What follows belongs to an exercise in optimizing a design on an open flow for small area, a short achievable clock period and few clock cycles; a production flow would make more cautious choices.
In this exercise RTL edits were held to simulation tests only and were not proved equivalent to the original.
Power figures rest on the tool's default switching activity, not on a simulated workload.

==> flow/design.v <==
package mips_pkg;
  localparam logic [5:0] OP_RTYPE = 6'h00, OP_LW = 6'h23, OP_SW = 6'h2B,
                         OP_BEQ = 6'h04, OP_J = 6'h02, OP_ADDI = 6'h08;
  localparam logic [5:0] FN_ADD = 6'h20, FN_SUB = 6'h22, FN_AND = 6'h24,
                         FN_OR = 6'h25, FN_SLT = 6'h2A;
endpackage
module mips_regfile #(
  parameter  int NUM_REGS = 32,
  localparam int AW       = $clog2(NUM_REGS)
) (
  input  logic          clk,
  input  logic          we,
  input  logic [AW-1:0] waddr,
  input  logic [31:0]   wdata,
  input  logic [AW-1:0] raddr1,
  input  logic [AW-1:0] raddr2,
  output logic [31:0]   rdata1,
  output logic [31:0]   rdata2
);
  localparam int NG = (NUM_REGS - 1) / 3;    
  logic [NUM_REGS-1:1][31:0] regs;
  logic [NUM_REGS-1:1]       sel1, sel2;
  logic [NG-1:0][31:0]       y1, y2;
  logic [31:0]               z1, z2;
  for (genvar k = 1; k < NUM_REGS; k++) begin : g_reg
    always_ff @(posedge clk)
      if (we && waddr == AW'(k)) regs[k] <= wdata;
  end
  mips_rf_dec #(.NUM_REGS(NUM_REGS)) u_dec1 (.addr(raddr1), .sel(sel1));
  mips_rf_dec #(.NUM_REGS(NUM_REGS)) u_dec2 (.addr(raddr2), .sel(sel2));
  for (genvar g = 0; g < NG; g++) begin : g_grp
    mips_rf_aoi3 u_aoi1 (
      .s0(sel1[3*g+1]), .s1(sel1[3*g+2]), .s2(sel1[3*g+3]),
      .d0(regs[3*g+1]), .d1(regs[3*g+2]), .d2(regs[3*g+3]), .y(y1[g])
    );
    mips_rf_aoi3 u_aoi2 (
      .s0(sel2[3*g+1]), .s1(sel2[3*g+2]), .s2(sel2[3*g+3]),
      .d0(regs[3*g+1]), .d1(regs[3*g+2]), .d2(regs[3*g+3]), .y(y2[g])
    );
  end
  always_comb begin
    z1 = '0;
    z2 = '0;
    for (int k = 3 * NG + 1; k < NUM_REGS; k++) begin
      z1 = z1 | ({32{sel1[k]}} & regs[k]);
      z2 = z2 | ({32{sel2[k]}} & regs[k]);
    end
  end
  always_comb begin
    rdata1 = z1;
    rdata2 = z2;
    for (int g = 0; g < NG; g++) begin
      rdata1 = rdata1 | ~y1[g];
      rdata2 = rdata2 | ~y2[g];
    end
  end
endmodule
module mips_rf_dec #(
  parameter  int NUM_REGS = 32,
  localparam int AW       = $clog2(NUM_REGS)
) (
  input  logic [AW-1:0]       addr,
  output logic [NUM_REGS-1:1] sel
);
  always_comb
    for (int k = 1; k < NUM_REGS; k++) sel[k] = addr == AW'(k);
endmodule
module mips_rf_aoi3 (
  input  logic        s0, s1, s2,
  input  logic [31:0] d0, d1, d2,
  output logic [31:0] y
);
  assign y = ~(({32{s0}} & d0) | ({32{s1}} & d1) | ({32{s2}} & d2));
endmodule
import mips_pkg::*;
module mips_multicycle #(
  parameter logic [31:0] RESET_PC = 32'h0000_0000,
  parameter int          NUM_REGS = 32
) (
  input  logic        clk,
  input  logic        rst,
  output logic        mem_req,
  output logic        mem_we,
  output logic [31:0] mem_addr,
  output logic [31:0] mem_wdata,
  input  logic [31:0] mem_rdata,
  input  logic        mem_ready,
  output logic [31:0] pc,
  output logic        illegal
);
  localparam int AW = $clog2(NUM_REGS);
  logic          run;       
  logic          xs;        
  logic          sel_d;     
  logic          k_fix;     
  logic [29:0]   nfa_q;     
  logic [31:0]   ds_q;
  logic [6:0]    dg_q;
  logic [31:0]   daddr;
  logic [7:0]    eqn_q;     
  logic          tk_x;      
  logic [29:0]   fa;        
  logic          k_addi, k_lw, k_sw, k_beq, k_ill, k_wr, k_imm, k_inv;
  logic          f_sub, f_and, f_or, f_slt;
  logic [AW-1:0] wd_q;
  logic [15:0]   imm_q;
  logic [31:0]   a_q, b_q;
  logic [5:0]    d_op, d_fn;
  logic [AW-1:0] d_rs, d_rt, d_dst;
  logic [15:0]   d_imm;
  logic          d_alu, d_addi, d_lw, d_sw, d_beq, d_j;
  assign d_op  = mem_rdata[31:26];
  assign d_fn  = mem_rdata[5:0];
  assign d_rs  = mem_rdata[21 +: AW];
  assign d_rt  = mem_rdata[16 +: AW];
  assign d_imm = mem_rdata[15:0];
  always_comb begin
    d_alu  = d_op == OP_RTYPE && (d_fn == FN_ADD || d_fn == FN_SUB || d_fn == FN_AND ||
                                  d_fn == FN_OR  || d_fn == FN_SLT);
    d_addi = d_op == OP_ADDI;
    d_lw   = d_op == OP_LW;
    d_sw   = d_op == OP_SW;
    d_beq  = d_op == OP_BEQ;
    d_j    = d_op == OP_J;
    d_dst  = d_alu ? mem_rdata[11 +: AW] : d_rt;
  end
  logic [31:0]   rd1, rd2, fwd_a, fwd_b, res, bop, sum, rf_wdata;
  logic          rf_we, fw, fix, hs_f, hz, hz_a, hz_b, lt;
  logic [29:0]   pc4, bt;
  mips_regfile #(.NUM_REGS(NUM_REGS)) u_rf (
    .clk(clk), .we(rf_we), .waddr(wd_q), .wdata(rf_wdata),
    .raddr1(d_rs), .raddr2(d_rt), .rdata1(rd1), .rdata2(rd2)
  );
  assign bop = k_imm ? {{16{imm_q[15]}}, imm_q} : (k_inv ? ~b_q : b_q);
  assign sum = a_q + bop + {31'h0, k_inv};
  assign lt  = (a_q[31] != b_q[31]) ? a_q[31] : sum[31];
  always_comb begin
    if (f_and)      res = a_q & b_q;
    else if (f_or)  res = a_q | b_q;
    else if (f_slt) res = {31'h0, lt};
    else            res = sum;
  end
  assign fw       = xs && k_wr;
  assign rf_we    = fw || (sel_d && k_lw && mem_ready);
  assign rf_wdata = k_lw ? mem_rdata : res;
  assign hz_a     = fw && d_rs == wd_q;
  assign hz_b     = fw && d_rt == wd_q;
  assign fwd_a    = hz_a ? res : rd1;
  assign fwd_b    = hz_b ? res : rd2;
  assign hz       = ((d_lw || d_sw || d_beq) && hz_a) || (d_beq && hz_b);
  assign fix       = xs && k_fix;
  assign tk_x      = xs && k_beq && &eqn_q;
  assign fa        = tk_x ? ds_q[31:2] : nfa_q;
  assign pc4       = fa + 30'd1;
  assign bt        = pc4 + {{14{d_imm[15]}}, d_imm};
  assign hs_f      = mem_ready && run && !sel_d && !(xs && (k_ill || k_fix));
  assign mem_req   = run && !(xs && (k_ill || k_fix));
  assign mem_we    = sel_d && k_sw;
  assign mem_addr  = (sel_d || tk_x) ? daddr : {nfa_q, 2'b00};
  assign mem_wdata = b_q;
  assign pc        = mem_addr;
  assign illegal   = xs && k_ill;
  always_ff @(posedge clk or posedge rst)
    if (rst) begin
      run   <= 1'b0;
      xs    <= 1'b0;
      sel_d <= 1'b0;
      k_fix <= 1'b0;
      nfa_q <= RESET_PC[31:2];
    end else if (!run) begin
      run   <= 1'b1;
    end else if (hs_f) begin
      xs    <= 1'b1;
      sel_d <= (d_lw || d_sw) && !hz;
      k_fix <= hz;
      nfa_q <= d_j ? {pc4[29:26], mem_rdata[25:0]} : pc4;
    end else if (fix) begin
      sel_d <= k_lw || k_sw;
      k_fix <= 1'b0;
    end else if ((xs && k_ill) || (sel_d && mem_ready)) begin
      xs    <= 1'b0;
      sel_d <= 1'b0;
    end
  logic [31:0] dimm, ds;
  logic [7:0]  dg, dc;
  assign dimm = {{16{d_imm[15]}}, d_imm};
  for (genvar b = 0; b < 8; b++) begin : g_ds
    assign {dg[b], ds[4*b +: 4]} = {1'b0, rd1[4*b +: 4]} + {1'b0, dimm[4*b +: 4]};
  end
  logic [7:0] eqn;
  for (genvar b = 0; b < 8; b++) begin : g_eq
    assign eqn[b] = rd1[4*b +: 4] == rd2[4*b +: 4];
  end
  always_ff @(posedge clk)
    if (hs_f) begin
      ds_q  <= d_beq ? {bt, 2'b00} : ds;
      dg_q  <= d_beq ? 7'h0 : dg[6:0];
      eqn_q <= (d_beq && !hz) ? eqn : 8'h0;
    end else if (fix) begin
      if (!k_beq) begin
        ds_q <= sum;
        dg_q <= '0;
      end
      eqn_q <= {8{a_q == b_q}};
    end
  logic [7:0] pg0, pp0, pg1, pp1, pg2, pp2, pg3;
  always_comb begin
    for (int b = 0; b < 8; b++) begin
      pg0[b] = (b < 7) ? dg_q[b % 7] : 1'b0;
      pp0[b] = &ds_q[4*b +: 4];
    end
    for (int b = 0; b < 8; b++) begin
      pg1[b] = (b >= 1) ? pg0[b] | (pp0[b] & pg0[b-1]) : pg0[b];
      pp1[b] = (b >= 1) ? pp0[b] & pp0[b-1] : pp0[b];
    end
    for (int b = 0; b < 8; b++) begin
      pg2[b] = (b >= 2) ? pg1[b] | (pp1[b] & pg1[b-2]) : pg1[b];
      pp2[b] = (b >= 2) ? pp1[b] & pp1[b-2] : pp1[b];
    end
    for (int b = 0; b < 8; b++)
      pg3[b] = (b >= 4) ? pg2[b] | (pp2[b] & pg2[b-4]) : pg2[b];
  end
  assign dc = {pg3[6:0], 1'b0};
  for (genvar i = 0; i < 32; i++) begin : g_da
    if (i % 4 == 0) begin : g_lo
      assign daddr[i] = ds_q[i] ^ dc[i/4];
    end else begin : g_hi
      assign daddr[i] = ds_q[i] ^ (dc[i/4] & &ds_q[i-1 -: (i % 4)]);
    end
  end
  always_ff @(posedge clk)
    if (hs_f) begin
      k_addi  <= d_addi;
      k_lw    <= d_lw;
      k_sw    <= d_sw;
      k_beq   <= d_beq;
      k_ill   <= !(d_alu || d_addi || d_lw || d_sw || d_beq || d_j);
      k_imm   <= d_addi || d_lw || d_sw;
      k_inv   <= d_alu && (d_fn == FN_SUB || d_fn == FN_SLT);
      k_wr    <= (d_alu || d_addi) && d_dst != '0;
      f_sub   <= d_alu && d_fn == FN_SUB;
      f_and   <= d_alu && d_fn == FN_AND;
      f_or    <= d_alu && d_fn == FN_OR;
      f_slt   <= d_alu && d_fn == FN_SLT;
      wd_q    <= d_dst;
      imm_q   <= d_imm;
      a_q     <= fwd_a;
      b_q     <= fwd_b;
    end
endmodule
clock: 10.0 ns
lec_check: 0
cap_margin: 20
core_margin: 2
core_utilization: 40
cts_buf_list: sky130_fd_sc_hd__clkbuf_16
cts_cluster_diameter: 80
cts_cluster_size: 22
place_density: 0.45
setup_slack_margin: 5
slew_margin: 20
synth_hierarchical: 1
synth_minimum_keep_size: 0
run.sh (not shown) runs the stock make flow with config.mk's settings and CLKGATE_MAP_FILE= SYNTH_SCRIPT=/design/flow/synth_recipe.tcl, a recipe that flattens the netlist after the stock synthesis.
The first run completed without violations.
Testbench counts at the start, summed over its fixed seeds: cycles 62,263.
Rerun with:
--- a/flow/design.v
+++ b/flow/design.v
@@ -96,6 +96,7 @@
   logic [29:0]   nfa_q;     
   logic [31:0]   ds_q;
   logic [6:0]    dg_q;
+  logic [6:0]    dp_q;      
   logic [31:0]   daddr;
   logic [7:0]    eqn_q;     
   logic          tk_x;      
@@ -152,7 +153,10 @@
   assign tk_x      = xs && k_beq && &eqn_q;
   assign fa        = tk_x ? ds_q[31:2] : nfa_q;
   assign pc4       = fa + 30'd1;
-  assign bt        = pc4 + {{14{d_imm[15]}}, d_imm};
+  logic [30:0] bt_n, bt_t;
+  assign bt_n      = {nfa_q, 1'b1} + {{14{d_imm[15]}}, d_imm, 1'b1};
+  assign bt_t      = {ds_q[31:2], 1'b1} + {{14{d_imm[15]}}, d_imm, 1'b1};
+  assign bt        = tk_x ? bt_t[30:1] : bt_n[30:1];
   assign hs_f      = mem_ready && run && !sel_d && !(xs && (k_ill || k_fix));
   assign mem_req   = run && !(xs && (k_ill || k_fix));
   assign mem_we    = sel_d && k_sw;
@@ -195,6 +199,7 @@
     if (hs_f) begin
       ds_q  <= d_beq ? {bt, 2'b00} : ds;
       dg_q  <= d_beq ? 7'h0 : dg[6:0];
+      for (int b = 0; b < 7; b++) dp_q[b] <= &ds[4*b +: 4];
       eqn_q <= (d_beq && !hz) ? eqn : 8'h0;
     end else if (fix) begin
       if (!k_beq) begin
@@ -207,7 +212,7 @@
   always_comb begin
     for (int b = 0; b < 8; b++) begin
       pg0[b] = (b < 7) ? dg_q[b % 7] : 1'b0;
-      pp0[b] = &ds_q[4*b +: 4];
+      pp0[b] = (b < 7) ? dp_q[b % 7] : 1'b0;
     end
     for (int b = 0; b < 8; b++) begin
       pg1[b] = (b >= 1) ? pg0[b] | (pp0[b] & pg0[b-1]) : pg0[b];
After rerunning:
- The new run completed without violations
- worst setup slack gets better by 0.16 ns
- core utilization barely changes
- power falls by 2.2%
- worst hold slack gets better by 0.048 ns
- clock-buffer cell count falls by 2
- via count rises by 3.8%
- sequential power rises by about 0.9%
- global-route usage falls by 1.2 points
- clock skew is about the same
- cell area rises by 3.0%
- wire length rises by 0.34%
- die area rises by 3.0%
- synthesized area rises by 3.0%
- critical path depth falls by 1
Testbench counts after the change, summed over its fixed seeds: cycles 62,263.

separate check: timing with driven ports:
Ports are ideal in the flow. The routed layouts listed here were re-timed in OpenROAD. Step 1 (the two cells are an assumption about what drives the block):
set clk [get_ports {clk}]
set_driving_cell -lib_cell sky130_fd_sc_hd__clkbuf_16 $clk
set_driving_cell -lib_cell sky130_fd_sc_hd__buf_2 [delete_from_list [all_inputs] $clk]
Step 2 adds t to the input delays and takes it off the output delays; t is the mean of the earliest and latest rising clock arrival at the registers after step 1. Input paths then give back, and output paths get back, about the clock's delay inside the block. Three values: ideal, step 1, step 2; two values: the first two.
| run | shift t [ns] | setup slack, ns | worst hold slack (ns) | worst data-port slew with drivers (ns) |
|---|---|---|---|---|
| the first run | 0.795 | 4.702 / 4.620 / 4.122 | 0.521 / 0.521 / 0.521 | 0.05 |
| the second run | 0.779 | 4.864 / 4.775 / 4.157 | 0.569 / 0.569 / 0.569 | 0.11 |
After both steps setup and hold are still met in every run listed. For the second run, which loses most, drivers alone change the setup slack by -0.089 ns; drivers and shift together by -0.707 ns.
